What follows belongs to an exercise in optimizing a design on an open flow for small area, a short achievable clock period and few clock cycles per item; a production flow would make more cautious choices. Where RTL was checked, it was by simulation tests only, not by an equivalence proof against the original. Power figures rest on the tool's default switching activity, not on a simulated workload.

== job 2593 ==
// prefix_adder_top
module prefix_adder_top (
	input wire logic clk,
	input wire logic reset,
	input wire logic valid_in,
	input wire logic ready_in,
	input wire prefix_ctrl_pkg::tag_t tag_in,
	input wire prefix_data_pkg::block_t data_in,
	output logic busy,
	output logic ready_out,
	output logic valid_out,
	output prefix_ctrl_pkg::tag_t tag_out,
	output prefix_data_pkg::block_t data_out
);
clock: 4.0 ns
lec_check: 0
abc_clock_period_in_ps: 1500
cap_margin: 20
core_margin: 2
core_utilization: 40
setup_slack_margin: 2.0
slew_margin: 20
standard.sh (not shown) runs the stock make flow with config.mk's settings and CLKGATE_MAP_FILE= SYNTH_SCRIPT=/design/flow/synth_recipe.tcl, a recipe that flattens the netlist after the stock synthesis.
==> flow/flow/run.sh <==
#!/bin/bash
# standard layout, synthesised without mapping adders onto the library's full/half adder cells
set -euo pipefail
bash standard.sh ADDER_MAP_FILE= finish > make_finish.log 2>&1
STATUS run=job 2593 STAGES=ALL_DONE FINAL_CHECKS=FAILED CAUSE=setup timing
## Diff of input files: job 9685 against job 2593
- swapping 1500 for 800 in ABC_CLOCK_PERIOD_IN_PS
==> flow/flow/run.sh <==
#!/bin/bash
# standard layout, synthesised without mapping adders onto the library's full/half adder cells,
# and with the smallest buffer on each port (repair still resizes it where timing needs)
set -euo pipefail
bash standard.sh ADDER_MAP_FILE= "BUFFER_PORTS_ARGS=-buffer_cell sky130_fd_sc_hd__buf_1" finish > make_finish.log 2>&1
==> comparison <==
- Status job 9685: flow complete, layout not clean - setup timing
- Higher slack of the critical path among job 9685 and job 2593: job 9685
- When job 9685 is set beside job 2593, its share of the final layout cell area in multi-input gates turns out to be 2.6 points larger.
- Job 9685 vs. job 2593: via count of the first global-routing pass -about 8%; length of routed met2 wiring -1.6 mm; number of diodes +1.
- Comparing job 9685 and job 2593, the higher overall fraction of global-route tracks in use was measured on job 2593.
- Job 9685 vs job 2593, class of the most critical hold timing path: in2async vs reg2reg
- Taking job 2593 as the reference point, the area of all placed cells without fillers of job 9685 falls by about 18%.
- Overall routed net length: job 9685 vs job 2593 down 2.6 mm
- On global-route wire length before repair, the lower figure sits with job 9685, not job 2593.
- Job 2593 -> job 9685: final cell count decreased by a few percent
- Utilization is higher on job 2593
Input changes introduced in job 3276 (baseline for comparison: job 9685):
- a change of ABC_CLOCK_PERIOD_IN_PS from 800 to 1500
### Flow results
In job 3276 the implementation completed, yet the final layout does not meet the checks, the culprit being setup timing.
Critical path depth: job 3276 vs job 9685 identical
Diff job 9685..job 3276 | global-route usage | unchanged
Between job 3276 and job 9685, the difference in power share of the clock group is negligible.
Job 9685 → job 3276: summed area of non-filler cells in the final layout held steady; reported net switching power neither gained nor lost much; leakage component of the power stayed essentially flat; number of buffers outside the clock class in the layout about even.
Layout buffering overhead excluding clock cells: job 3276 vs job 9685 identical
The following lists how job 5873 was set up differently from job 3276:
==> flow/run.sh (new file) <==
#!/bin/bash
# synth_recipe.tcl (not shown) runs the flow's synth.tcl, then flattens the netlist and writes it again
# the make line also repeats each setting of config.mk as NAME=value (left out here)
make -C /OpenROAD-flow-scripts/flow DESIGN_CONFIG=/design/flow/config.mk WORK_HOME=/design/flow/orfs CLKGATE_MAP_FILE= SYNTH_SCRIPT=/design/flow/synth_recipe.tcl finish
removed: flow/flow/run.sh
removed: flow/standard.sh
[flow] job 3276 | stages: complete | final checks: fail | reason: setup timing. Layout checks on job 5873: not met. Flow itself completed; violations: setup timing. Compared with job 3276, in job 5873 share of power burned in the clock network shows a reduction of 1.6 points, core utilization of the finished layout shows an increase of 6.3 points, global-route usage shows an increase of 2.1 points, total chip power shows an increase of 13%, worst setup slack after layout shows a reduction of 160 ps. Job 3276 -> job 5873: horizontal extent of the die increased slightly. In job 5873, the count of non-CTS inverters in the layout came out 43 above the value in job 3276.
No functional check of the RTL was part of any run of this note.

prefix_adder_top, a different RTL version from the one above (not shown whole).
Size: about 520 cells after synthesis, roughly 100 flip-flops, about 200 I/O pins, ~0.0067 sq mm of cells after synthesis.
Settings: LEC_CHECK=0, CAP_MARGIN=20, CORE_MARGIN=2, CORE_UTILIZATION=60, SLEW_MARGIN=20; clock period 4.0 ns.
==> flow/flow/run.sh <==
#!/bin/bash
# Layout flow: the standard layout (standard.sh), with port buffers starting as buf_1
# (repair resizes them where timing needs it). Synthesis is the standard one.
# Each make run's full output goes to a log file in the work folder.
set -euo pipefail
WORK=$(pwd)
bash standard.sh \
	"BUFFER_PORTS_ARGS=-buffer_cell sky130_fd_sc_hd__buf_1" \
	finish > "$WORK/make_finish.log" 2>&1
The baseline completed with no timing, DRC or antenna violations.
Testbench counts at the start, summed over its fixed seeds: cycles 2,056, items 2,048.
Change:
==> flow/flow/run.sh (replaced) <==
#!/bin/bash
# Layout flow: the standard layout (standard.sh), with ADDER_MAP_FILE empty so adders are
# left to ABC, and port buffers starting as buf_1 (repair resizes them where timing needs it).
# Each make run's full output goes to a log file in the work folder.
set -euo pipefail
WORK=$(pwd)
bash standard.sh \
	ADDER_MAP_FILE= \
	"BUFFER_PORTS_ARGS=-buffer_cell sky130_fd_sc_hd__buf_1" \
	finish > "$WORK/make_finish.log" 2>&1
Settings changed: ABC_AREA set to 1, CTS_BUF_LIST set to sky130_fd_sc_hd__clkbuf_8, SETUP_SLACK_MARGIN set to 1.45.
Via count rose by a quarter to a third.
Hold slack improves by 0.021 ns.
Die area rose by a few percent.
Maximum frequency rose by well over a third.
Area after synthesis rose by a few percent.
Wire length rose by a little under a tenth.
Cell area rose by a few percent.
Clock-buffer cell count stays the same.
Change:
Settings changed: CORE_UTILIZATION 60 to 85, CTS_BUF_LIST sky130_fd_sc_hd__clkbuf_8 to unset, SETUP_SLACK_MARGIN 1.45 to unset.
The new run never finished: it broke off in global routing (5_1_grt).
Synthesized cell count is unchanged.
Synthesized area does not change.
Change:
Settings changed: CORE_UTILIZATION 85 to 60, CTS_BUF_LIST set to sky130_fd_sc_hd__clkbuf_8.
- With this change the flow went through all stages and came out clean
- area after synthesis is unchanged
- synthesized cell count does not change

## re-timing with driven ports
The flow's constraints put no driver on any port. The routed layouts listed below were extracted and timed again, unchanged, in two steps.
Step 1: set_driving_cell puts a clkbuf_16 on clk and a buf_2 on each other input, an assumption about the parent block.
Step 2, shift: input delay + t, output delay - t, t = (earliest + latest rising clock arrival at the registers) / 2. This alone moves slack from input paths to output paths.
a / b / c = ideal / step 1 / step 2; a / b = the first two.
run	t, ns	setup WS [ns]	worst setup path after step 2	clock arrival spread, ns
job 2593	0.395	-0.259 / -0.248 / -0.643	input to register	0.008 / 0.008
job 9685	0.391	-0.188 / -0.186 / -0.577	input to register	0.012 / 0.012
job 3276	0.391	-0.188 / -0.186 / -0.577	input to register	0.012 / 0.012
job 5873	0.394	-0.349 / -0.356 / -0.749	input to register	0.009 / 0.009
the first run of note 2	0.408	0.182 / 0.180 / -0.228	input to register	0.017 / 0.016
the second run of note 2	0.403	1.504 / 1.468 / 1.121	input to register	0.011 / 0.011
the fourth run of note 2	0.404	1.379 / 1.343 / 1.030	input to register	0.010 / 0.010
With both steps, setup timing fails in the first run of note 2, where it was met with ideal ports. For the first run of note 2, which loses most, drivers alone change the setup slack by -0.002 ns; drivers and shift together by -0.410 ns.
